Background: an optimization exercise with open tools, aiming at small area. Do not read the settings as production practice.
The RTL was checked by simulation tests, not by an equivalence proof against the original design.
Power figures rest on the tool's default switching activity, not on a simulated workload.

Setup of run G:
// commit_trace_capture
module commit_trace_capture #(
    parameter int DEPTH       = 16,
    parameter int MAX_RECORDS = 3000,
    parameter int DROP_W      = 16
) (
    input  logic                   clk,
    input  logic                   reset,
    input  logic                   capture_en,
    input  logic                   commit_valid,
    input  logic [31:0]            commit_pc,
    input  logic [31:0]            commit_instr,
    input  logic                   rf_we,
    input  logic [4:0]             rf_waddr,
    input  logic [31:0]            rf_wdata,
    output logic                   out_valid,
    input  logic                   out_ready,
    output logic [31:0]            out_data,
    output logic                   overflow,
    output logic [DROP_W-1:0]      drop_count,
    output logic                   done
);
    localparam int NS    = DEPTH + 1;           
    localparam int NW    = $clog2(NS + 1);
    localparam int RW   = 102;
    localparam int R_PC = 70;
    localparam int R_IN = 38;
    localparam int R_WE = 37;
    localparam int R_WA = 32;
    localparam int R_WD = 0;
    logic [RW-1:0]     slot_q [0:NS-1];
    logic [NS-1:0]     inv_q;         
    logic [NW-1:0]     n_q;           
    logic              busy_q;        
    logic [1:0]        word_q;        
    logic              out_valid_q;
    logic              overflow_q;
    logic [DROP_W-1:0] drop_count_q;
    logic              done_q;
    localparam logic [11:0] ACC_LAST = 12'he99;
    logic [11:0]       accepted_q;
    logic empty, full, last_hs, pop, push_req, push, drop;
    logic [NW-1:0] widx;
    logic [NS-1:0] ld, sh, hd;
    logic [RW-1:0] new_rec;
    assign empty    = (n_q == NW'(busy_q));
  ...
For scale: ~1,800 flip-flops, roughly 160 I/O pins, roughly 60,000 um^2 of cells after synthesis.
export LEC_CHECK = 0
export CAP_MARGIN = 0
export CORE_MARGIN = 2
export CORE_UTILIZATION = 50
export PLACE_DENSITY = 0.6
export SLEW_MARGIN = 0
export SYNTH_HIERARCHICAL = 1
create_clock -name core_clock -period 5.0 [get_ports {clk}]
standard.sh (not shown) runs the stock make flow with config.mk's settings and CLKGATE_MAP_FILE= SYNTH_SCRIPT=/design/flow/synth_recipe.tcl, a recipe that flattens the netlist after the stock synthesis.
==> flow/flow/run.sh <==
#!/bin/bash
set -euo pipefail
export BUFFER_PORTS_ARGS="-buffer_cell sky130_fd_sc_hd__buf_1"
export CTS_ARGS="-sink_clustering_enable -repair_clock_nets -dont_use_dummy_load -sink_clustering_size 11 -sink_clustering_max_diameter 40 -buf_list sky130_fd_sc_hd__clkbuf_4 -root_buf sky130_fd_sc_hd__clkbuf_16"
bash standard.sh > flow.log 2>&1
Finished, but not clean: run G, with max-capacitance violations, max-slew violations.
For run F, these inputs were changed with respect to run G:
==> flow/flow/run.sh <==
#!/bin/bash
set -euo pipefail
export BUFFER_PORTS_ARGS="-buffer_cell sky130_fd_sc_hd__buf_1"
export CTS_ARGS="-sink_clustering_enable -repair_clock_nets -dont_use_dummy_load -sink_clustering_size 12 -sink_clustering_max_diameter 35 -buf_list sky130_fd_sc_hd__clkbuf_4 -root_buf sky130_fd_sc_hd__clkbuf_16"
bash standard.sh > flow.log 2>&1
[summary]
Run F ran to completion and came out clean on the timing, design-rule and antenna checks. Although run G finished all stages, its layout failed final checks on max-capacitance violations, max-slew violations. On transition time at the pin with the least slew margin: run F sits below run G. Post-route fraction of the period consumed by the critical path, run G and run F, lower one = run G. Run F against run G: number of buffers added by the clock tree synthesis step higher; path depth of the worst reg2reg path lower; wire length roughly the same.


commit_trace_capture again, from the RTL that the note above started with.
export LEC_CHECK = 0
export CAP_MARGIN = 0
export CORE_MARGIN = 2
export CORE_UTILIZATION = 50
export PLACE_DENSITY = 0.6
export SLEW_MARGIN = 0
export SYNTH_HIERARCHICAL = 1
create_clock -name core_clock -period 5.0 [get_ports {clk}]
==> flow/flow/run.sh <==
#!/bin/bash
set -euo pipefail
export BUFFER_PORTS_ARGS="-buffer_cell sky130_fd_sc_hd__buf_1"
export CTS_ARGS="-sink_clustering_enable -repair_clock_nets -dont_use_dummy_load -sink_clustering_size 10 -sink_clustering_max_diameter 30 -buf_list sky130_fd_sc_hd__clkbuf_4 -root_buf sky130_fd_sc_hd__clkbuf_16"
bash standard.sh > flow.log 2>&1
The starting point produced a clean layout.
Then changed:
==> flow/flow/run.sh (replaced) <==
#!/bin/bash
set -euo pipefail
export BUFFER_PORTS_ARGS="-buffer_cell sky130_fd_sc_hd__buf_1"
export CTS_ARGS="-sink_clustering_enable -repair_clock_nets -dont_use_dummy_load -sink_clustering_size 11 -sink_clustering_max_diameter 40 -buf_list sky130_fd_sc_hd__clkbuf_4 -root_buf sky130_fd_sc_hd__clkbuf_16"
bash standard.sh > flow.log 2>&1
- CAP_MARGIN: 0 -> 10
- CORE_UTILIZATION: 50 -> 68
- PLACE_DENSITY: 0.6 -> 0.78
- SLEW_MARGIN: 0 -> 10
Outcome: The changed run finished with timing, DRC and antenna clean. Die area is lower by 26%. Routed wire length came out lower by 7.8%. Setup slack got worse by 0.053 ns. Critical path depth is unchanged. Utilization goes up by 16 points. Cell count shrinks by 10%.


== v24 ==
commit_trace_capture again, from the RTL that the note above started with.
clock: 5.0 ns
lec_check: 0
cap_margin: 0
core_margin: 2
core_utilization: 50
place_density: 0.6
slew_margin: 0
synth_hierarchical: 1
==> flow/flow/run.sh <==
#!/bin/bash
set -euo pipefail
export BUFFER_PORTS_ARGS="-buffer_cell sky130_fd_sc_hd__buf_1"
export CTS_ARGS='-sink_clustering_enable -repair_clock_nets -dont_use_dummy_load -sink_clustering_size 12 -sink_clustering_max_diameter 40 -buf_list {sky130_fd_sc_hd__clkbuf_4 sky130_fd_sc_hd__clkbuf_8} -root_buf sky130_fd_sc_hd__clkbuf_16'
bash standard.sh > flow.log 2>&1
Modified inputs, v56 compared to v24
Settings: CAP_MARGIN changed from 0 to 10; SLEW_MARGIN changed from 0 to 10.
==> flow/flow/run.sh <==
#!/bin/bash
set -euo pipefail
export BUFFER_PORTS_ARGS="-buffer_cell sky130_fd_sc_hd__buf_1"
export CTS_ARGS="-sink_clustering_enable -repair_clock_nets -dont_use_dummy_load -sink_clustering_size 11 -sink_clustering_max_diameter 40 -buf_list sky130_fd_sc_hd__clkbuf_4 -root_buf sky130_fd_sc_hd__clkbuf_16"
bash standard.sh > flow.log 2>&1
Notes after the runs:
- Summary — tightest hold margin, v56 relative to v24: lower, by 0.019 ns.
- v56: data arrival time of the critical path is 1.56 ns lower than what v24 reported.
- Across both runs, routed wire length was lower for v56 than for v24.
- Relative to v24, the switching share of power of v56 is higher by 0.79 points.
- Side by side, final design area excluding fillers turned out lower in v56 than in v24.
--- input diff v56..v38 ---
Settings: GPL_TIMING_DRIVEN now 0, previously not set; CAP_MARGIN now 20, was 10; SLEW_MARGIN now 20, was 10.
==> flow/flow/run.sh <==
#!/bin/bash
set -euo pipefail
export REMOVE_ABC_BUFFERS=1
export BUFFER_PORTS_ARGS="-buffer_cell sky130_fd_sc_hd__buf_1"
export CTS_ARGS="-sink_clustering_enable -repair_clock_nets -dont_use_dummy_load -sink_clustering_size 20 -sink_clustering_max_diameter 50 -buf_list sky130_fd_sc_hd__clkbuf_8 -root_buf sky130_fd_sc_hd__clkbuf_16"
bash standard.sh > flow.log 2>&1
[summary]
v38 reports a lower setup slack than v56 does.
On final area, v56 beats v38.
v38 reports a lower clock slew at the register clock pins of the worst setup and hold paths than v56 does.
Re tapcell count: no difference whatsoever between v38 and v56.
For the relative contribution of combinational cells to total power, v38 came in 2.8 points higher than v56 did.
Summary of v38 over v56: register-to-register slack went down 0.24 ns; clock power went up 9.4%; share of cell area taken by multi-input logic gates went down 2.0 points; non-clock buffer count went up 299.
On area added between synthesis and finish, the lower figure sits with v56, not v38.
v56 ended up with register to register as its class of the worst hold path; v38 ended up with input port to async pin.
The following lists how v19 was set up differently from v38:
Settings: a deleted GPL_TIMING_DRIVEN that had been 0.
diff --git a/flow/flow/run.sh b/flow/flow/run.sh
--- a/flow/flow/run.sh
+++ b/flow/flow/run.sh
@@ -2,3 +2,2 @@
 set -euo pipefail
-export REMOVE_ABC_BUFFERS=1
 export BUFFER_PORTS_ARGS="-buffer_cell sky130_fd_sc_hd__buf_1"
Notes after the runs:
Start-to-end type of the worst setup path = input port to register: v19; start-to-end type of the worst setup path = register to register: v38
Taking v19 as 1.0, v38 lands at 1.09 on global-route wire length before repair.
In the tables for v19 and v38, layout cell share with drive strength beyond 1 reads lower with v19.
Diff v38 -> v19: register cell area after layout did not really move, clock network fraction of total power went up, register fraction of the total cell area went up, via count went down, post-layout instance area went down.
Comparing utilization for v19 and v38, the bigger number came from v38.
Looking at critical path's slowest cell, the sky130_fd_sc_hd__buf_4 result is from v19; the sky130_fd_sc_hd__ha_1 one comes from v38.

==> separate check: timing with driven ports <==
No port has a modelled driver above. Below, the same layouts with a new extraction and two added sets of constraints. Step 1 sets driving cells, clkbuf_16 on the clock port and buf_2 on the other inputs (assumed; they add their load-dependent delay and slew). Step 2 moves the port delays by t, midway between the first and last clock arrival at a register: inputs arrive t later, outputs are due t later. That takes back most of the time a late clock gives input paths. a / b / c = ideal / step 1 / step 2; a / b = the first two.
run | t (ns) | setup WS [ns] | worst hold slack (ns) | cell pins on the clock port's net
run G | 0.876 | 0.358 / 0.280 / -0.311 | 0.361 / 0.309 / 0.375 | 1
run F | 0.879 | 0.299 / 0.311 / -0.541 | 0.354 / 0.306 / 0.391 | 1
the first run of note 2 | 0.875 | 0.367 / 0.313 / -0.394 | 0.373 / 0.322 / 0.381 | 1
the second run of note 2 | 0.830 | 0.314 / 0.313 / -0.082 | 0.349 / 0.301 / 0.351 | 1
v24 | 0.806 | 0.326 / 0.326 / -0.431 | 0.384 / 0.379 / 0.384 | 1
v56 | 0.875 | 0.353 / 0.276 / -0.296 | 0.365 / 0.365 / 0.365 | 1
v38 | 0.784 | 0.133 / 0.133 / -0.387 | 0.144 / 0.084 / 0.374 | 1
v19 | 0.778 | 0.368 / 0.403 / -0.363 | 0.259 / 0.209 / 0.389 | 1
The setup slack of run F, which loses most, moves by +0.012 ns with the drivers and by -0.840 ns with both steps.
